From an optimization exercise on the open Yosys and OpenROAD flow, aimed at small area, a short achievable clock period and few clock cycles per item; shortcuts taken in it are not production practice.
Where RTL was checked, it was by simulation tests only, not by an equivalence proof against the original.
Power and IR drop assume default switching activity.

==> inputs of run C <==
==> flow/design.v (excerpt) <==
module lzw_dict_cam #(
   parameter int  DATA_W    = 8,
   parameter int  CODE_W    = 12,
   parameter int  NUM_ENTRY = 64,
   parameter int  BASE_CODE = 256,
   localparam int CNT_W     = lzw_cam_pkg::count_width(NUM_ENTRY)
) (
   input  logic                 clk,
   input  logic                 rst,
   input  logic                 req_valid,
   output logic                 req_ready,
   input  logic [CODE_W-1:0]    req_prefix,
   input  logic [DATA_W-1:0]    req_sym,
   input  logic                 req_insert,
   output logic                 rsp_valid,
   input  logic                 rsp_ready,
   output logic                 rsp_hit,
   output logic [CODE_W-1:0]    rsp_code,
   output logic                 rsp_inserted,
   output logic                 rsp_dict_reset,
   input  logic                 clear,
   output logic                 full,
   output logic [CNT_W-1:0]     count
);
   localparam int IDX_W = $clog2(NUM_ENTRY);
   localparam int KEY_W = CODE_W + DATA_W;
   localparam int GS    = 1;                   
   localparam int NG    = NUM_ENTRY / GS;
   localparam int GI_W  = (GS > 1) ? $clog2(GS) : 1;
   localparam int GN_W  = IDX_W - $clog2(GS);
   if (BASE_CODE + NUM_ENTRY > (1 << CODE_W)) begin : g_code_range_check
  ...
==> module lzw_cam_entry, before the edit <==
module lzw_cam_entry #(
   parameter int KEY_W = 20,
   parameter int GS    = 8,
   parameter int GI_W  = 3,
   localparam int GO_W = (GS == 1) ? 1 : GI_W
) (
   input  logic             clk,
   input  logic [GS-1:0]    we,
   input  logic [GS-1:0]    valid,
   input  logic [KEY_W-1:0] key,
   output logic             ghit,
   output logic [GO_W-1:0]  gidx
);
   logic [KEY_W-1:0] stored [GS];
   logic [GS-1:0]    match;
   for (genvar i = 0; i < GS; i++) begin : g_e
      always_ff @(posedge clk) begin
         if (we[i]) begin
            stored[i] <= key;
         end
      end
      assign match[i] = valid[i] && (stored[i] == key);
   end
   always_comb begin
      ghit = |match;
      gidx = '0;
      if (GS > 1) begin
         for (int i = 0; i < GS; i++) begin
            if (match[i]) gidx = gidx | GO_W'(i);
         end
      end
   end
endmodule
==> module lzw_dict_cam, before the edit <==
module lzw_dict_cam #(
   parameter int  DATA_W    = 8,
   parameter int  CODE_W    = 12,
   parameter int  NUM_ENTRY = 64,
   parameter int  BASE_CODE = 256,
   localparam int CNT_W     = lzw_cam_pkg::count_width(NUM_ENTRY)
) (
   input  logic                 clk,
   input  logic                 rst,
   input  logic                 req_valid,
   output logic                 req_ready,
   input  logic [CODE_W-1:0]    req_prefix,
   input  logic [DATA_W-1:0]    req_sym,
   input  logic                 req_insert,
   output logic                 rsp_valid,
   input  logic                 rsp_ready,
   output logic                 rsp_hit,
   output logic [CODE_W-1:0]    rsp_code,
   output logic                 rsp_inserted,
   output logic                 rsp_dict_reset,
   input  logic                 clear,
   output logic                 full,
   output logic [CNT_W-1:0]     count
);
   localparam int IDX_W = $clog2(NUM_ENTRY);
   localparam int KEY_W = CODE_W + DATA_W;
   localparam int GS    = 1;                   
   localparam int NG    = NUM_ENTRY / GS;
   localparam int GI_W  = (GS > 1) ? $clog2(GS) : 1;
   localparam int GN_W  = IDX_W - $clog2(GS);
   if (BASE_CODE + NUM_ENTRY > (1 << CODE_W)) begin : g_code_range_check
      $error("lzw_dict_cam: BASE_CODE + NUM_ENTRY exceeds the code space");
   end
   logic [IDX_W-1:0]  lvl;
   logic              rv;         
   logic              clr_p;      
   logic              r_ins;      
   logic [NG-1:0]     r_ghit;     
   logic [GI_W-1:0]   r_gidx [NG];
   logic              hit;
   logic [IDX_W-1:0]  hit_idx;
   logic              commit;
   logic              hold;
   logic              clr_now;
   logic [IDX_W-1:0]  lvl_p1;
   logic [NUM_ENTRY-1:0] oh0, oh1, th0, th1;
   logic [KEY_W-1:0]  key_in;
   logic [NUM_ENTRY-1:0] valid;
   logic [NUM_ENTRY-1:0] we;
   logic [NG-1:0]     ghit;
   logic [GI_W-1:0]   gidx [NG];
   always_comb begin
      hit     = |r_ghit;
      hit_idx = '0;
      for (int g = 0; g < NG; g++) begin
         if (r_ghit[g]) hit_idx = hit_idx | IDX_W'(g * GS);
         if (GS > 1) hit_idx = hit_idx | IDX_W'(r_gidx[g]);
      end
   end
   assign commit    = r_ins && !hit;
   assign hold      = rv && !rsp_ready;
   assign req_ready = !hold;
   assign clr_now   = clear || clr_p;
   assign lvl_p1    = lvl + IDX_W'(1);
   assign key_in    = {req_prefix, req_sym};
   always_comb begin
      for (int i = 0; i < NUM_ENTRY; i++) begin
         oh0[i] = (lvl == IDX_W'(i));
         oh1[i] = (lvl_p1 == IDX_W'(i));
         th0[i] = (IDX_W'(i) < lvl);
         th1[i] = (IDX_W'(i) < lvl_p1);
      end
      for (int i = 0; i < NUM_ENTRY; i++) begin
         valid[i] = !clr_now && (commit ? th1[i] : th0[i]);
         we[i]    = (commit ? oh1[i] : oh0[i]) || (i == 0 && clr_now);
      end
   end
   for (genvar g = 0; g < NG; g++) begin : g_grp
      lzw_cam_entry #(.KEY_W(KEY_W), .GS(GS), .GI_W(GI_W)) u_grp (
         .clk   (clk),
         .we    (we[g*GS +: GS]),
         .valid (valid[g*GS +: GS]),
         .key   (key_in),
         .ghit  (ghit[g]),
         .gidx  (gidx[g])
      );
   end
   always_ff @(posedge clk or posedge rst) begin
      if (rst) begin
         rv    <= 1'b0;
         r_ins <= 1'b0;
         lvl   <= '0;
         clr_p <= 1'b0;
      end else begin
         rv <= req_valid || hold;
         if (!hold) begin
            r_ins <= req_valid && req_insert;
         end
         if (hold) begin
            clr_p <= clr_p || clear;
         end else begin
            clr_p <= 1'b0;
            lvl   <= clr_now ? '0 : commit ? lvl_p1 : lvl;
         end
      end
   end
   always_ff @(posedge clk) begin
      if (!hold) begin
         r_ghit <= ghit;
         for (int g = 0; g < NG; g++) r_gidx[g] <= gidx[g];
      end
   end
   assign rsp_valid      = rv;
   assign rsp_hit        = hit;
   assign rsp_inserted   = commit;
   assign rsp_dict_reset = commit && (lvl == IDX_W'(NUM_ENTRY - 1));
   assign full           = commit && (lvl == IDX_W'(NUM_ENTRY - 1));
   assign count          = commit ? {lvl == IDX_W'(NUM_ENTRY - 1), lvl_p1} : {1'b0, lvl};
   always_comb begin
      rsp_code = '0;
      rsp_code[$clog2(BASE_CODE)] = hit || r_ins;
      rsp_code[IDX_W-1:0] = hit_idx | (lvl & {IDX_W{commit}});
   end
endmodule
clock: 6.0 ns
lec_check: 0
abc_clock_period_in_ps: 2500
cap_margin: 20
core_margin: 2
core_utilization: 40
place_density: 0.6
setup_slack_margin: 3.0
slew_margin: 20
run.sh (not shown) runs the stock make flow with config.mk's settings and CLKGATE_MAP_FILE= SYNTH_SCRIPT=/design/flow/synth_recipe.tcl, a recipe that flattens the netlist after the stock synthesis.
==> run F (differences from run C) <==
==> flow/design.v (replaced) <==
package lzw_cam_pkg;
   function automatic integer count_width(input integer n);
      count_width = $clog2(n + 1);
   endfunction
endpackage
module lzw_cam_entry #(
   parameter int KEY_W = 20
) (
   input  logic             clk,
   input  logic             we,
   input  logic             valid,
   input  logic [KEY_W-1:0] wkey,
   input  logic [KEY_W-1:0] key,
   output logic             match
);
   logic [KEY_W-1:0] stored;
   always_ff @(posedge clk) begin
      if (we) begin
         stored <= wkey;
      end
   end
   assign match = valid && (stored == key);
endmodule
module lzw_dict_cam #(
   parameter int  DATA_W    = 8,
   parameter int  CODE_W    = 12,
   parameter int  NUM_ENTRY = 64,
   parameter int  BASE_CODE = 256,
   localparam int CNT_W     = lzw_cam_pkg::count_width(NUM_ENTRY)
) (
   input  logic                 clk,
   input  logic                 rst,
   input  logic                 req_valid,
   output logic                 req_ready,
   input  logic [CODE_W-1:0]    req_prefix,
   input  logic [DATA_W-1:0]    req_sym,
   input  logic                 req_insert,
   output logic                 rsp_valid,
   input  logic                 rsp_ready,
   output logic                 rsp_hit,
   output logic [CODE_W-1:0]    rsp_code,
   output logic                 rsp_inserted,
   output logic                 rsp_dict_reset,
   input  logic                 clear,
   output logic                 full,
   output logic [CNT_W-1:0]     count
);
   localparam int IDX_W = $clog2(NUM_ENTRY);
   localparam int KEY_W = CODE_W + DATA_W;
   if (BASE_CODE + NUM_ENTRY > (1 << CODE_W)) begin : g_code_range_check
      $error("lzw_dict_cam: BASE_CODE + NUM_ENTRY exceeds the code space");
   end
   logic [IDX_W-1:0]     lvl;
   logic [IDX_W-1:0]     lvl_p1;
   logic                 last;
   logic                 rv;         
   logic                 clr_p;      
   logic                 r_commit;   
   logic                 r_hit;      
   logic [IDX_W-1:0]     r_idx;      
   logic [KEY_W-1:0]     key_q;      
   logic                 hold;
   logic                 clr_now;
   logic                 kill;
   logic                 bp;
   logic                 any_hit;
   logic                 hit_ok;
   logic [IDX_W-1:0]     idx;
   logic [KEY_W-1:0]     key_in;
   logic [NUM_ENTRY-1:0] valid;
   logic [NUM_ENTRY-1:0] we;
   logic [NUM_ENTRY-1:0] match;
   assign hold      = rv && !rsp_ready;
   assign req_ready = !hold;
   assign clr_now   = clear || clr_p;
   assign kill      = clr_now || (r_commit && last);
   assign key_in    = {req_prefix, req_sym};
   always_comb begin
      for (int i = 0; i < NUM_ENTRY; i++) begin
         valid[i] = (IDX_W'(i) < lvl);
         we[i]    = (lvl == IDX_W'(i));
      end
   end
   for (genvar i = 0; i < NUM_ENTRY; i++) begin : g_cell
      lzw_cam_entry #(.KEY_W(KEY_W)) u_cell (
         .clk   (clk),
         .we    (we[i]),
         .valid (valid[i]),
         .wkey  (key_q),
         .key   (key_in),
         .match (match[i])
      );
   end
   assign bp = r_commit && (key_q == key_in);
   always_comb begin
      any_hit = bp;
      idx     = bp ? lvl : '0;
      for (int i = 0; i < NUM_ENTRY; i++) begin
         any_hit = any_hit | match[i];
         if (match[i]) idx = idx | IDX_W'(i);
      end
      hit_ok = any_hit && !kill;
   end
   always_ff @(posedge clk or posedge rst) begin
      if (rst) begin
         rv       <= 1'b0;
         r_commit <= 1'b0;
         lvl      <= '0;
         lvl_p1   <= IDX_W'(1);
         last     <= 1'b0;
         clr_p    <= 1'b0;
      end else begin
         rv <= req_valid || hold;
         if (hold) begin
            clr_p <= clr_p || clear;
         end else begin
            clr_p    <= 1'b0;
            r_commit <= req_valid && req_insert && !hit_ok;
            if (clr_now) begin
               lvl    <= '0;
               lvl_p1 <= IDX_W'(1);
               last   <= 1'b0;
            end else if (r_commit) begin
               lvl    <= lvl_p1;
               lvl_p1 <= lvl_p1 + IDX_W'(1);
               last   <= (lvl_p1 == IDX_W'(NUM_ENTRY - 1));
            end
         end
      end
   end
   always_ff @(posedge clk) begin
      if (!hold) begin
         r_hit <= hit_ok;
         r_idx <= idx;
         key_q <= key_in;
      end
   end
   assign rsp_valid      = rv;
   assign rsp_hit        = r_hit;
   assign rsp_inserted   = r_commit;
   assign rsp_dict_reset = r_commit && last;
   assign full           = r_commit && last;
   assign count          = r_commit ? {last, lvl_p1} : {1'b0, lvl};
   always_comb begin
      rsp_code = '0;
      rsp_code[$clog2(BASE_CODE)] = r_hit || r_commit;
      rsp_code[IDX_W-1:0] = (r_idx & {IDX_W{r_hit}}) | (lvl & {IDX_W{r_commit}});
   end
endmodule
- CORE_UTILIZATION: 40 -> 65
- CTS_CLUSTER_DIAMETER: not set -> 100
- CTS_CLUSTER_SIZE: not set -> 24
- PLACE_DENSITY: 0.6 -> 0.75
- TNS_END_PERCENT: not set -> 10
==> summary.md <==
| Metric | Value |
|---|---|
| Status | finished clean |
| Slew HR | 0.208 |
| Routability Congestion | 0.944 |
| Crit-path max cell delay | 0.43 ns |
| Compound-Gate Fraction of Synth Area | 0.0216 |
| CP arrival | 3.09 ns |
| Crit path to | count[4] |
| CP Launch Point | r_ghit[57] |
| Crit start category | flip-flop |
| Met3 usage | 0.0330 |
| Worst vdd ir | 0.293 mV |
the above is filed under run C

==> summary.md <==
| Metric | Value |
|---|---|
| Status | finished clean |
| P_clk | 0.00463 W |
| DP Area | 58900 um2 |
| Sequential share of the synthesized area | 0.688 |
| Routability Congestion | 0.985 |
| Met3 usage | 0.0970 |
| Max Cap Viol | 0 |
| Slew HR | 0.133 |
| Compound-Gate Fraction of Synth Area | 0.0145 |
| Worst vdd ir | approximately 0.30 mV |
| CP arrival | around 3.8 ns |
| CP Launch Point | req_prefix[11] |
| Core Box Area | 86600 um2 |
| Crit-path max cell delay | 0.54 ns |
| Crit path to | r_commit |
the above is filed under run F

Testbench counts of run F, summed over its fixed seeds: cycles 32,008, items 32,000.
Function not checked in run C: the RTL went through the layout flow alone.

==> what the ideal ports hide <==
How much do the figures lean on ideal ports? The routed layouts below were timed once more, with nothing changed but the port constraints.
Step 1: set_driving_cell puts a clkbuf_16 on clk and a buf_2 on each other input, an assumption about the parent block.
Step 2 also shifts input and output timing later by t, the mid clock arrival at the registers, as if the neighbouring blocks saw the same clock.
a / b / c = no drivers / after step 1 / after step 2; a / b = the first two.
run | t, ns | setup slack, ns | worst setup path after step 2 | cell pins on the clock port's net
run C | 0.865 | 1.714 / 1.633 / 1.972 | input to register | 1
run F | 0.756 | 2.842 / 2.767 / 2.012 | input to register | 1
After both steps every run listed still meets setup and hold. The setup slack of run F, which loses most, moves by -0.075 ns with the drivers and by -0.830 ns with both steps.
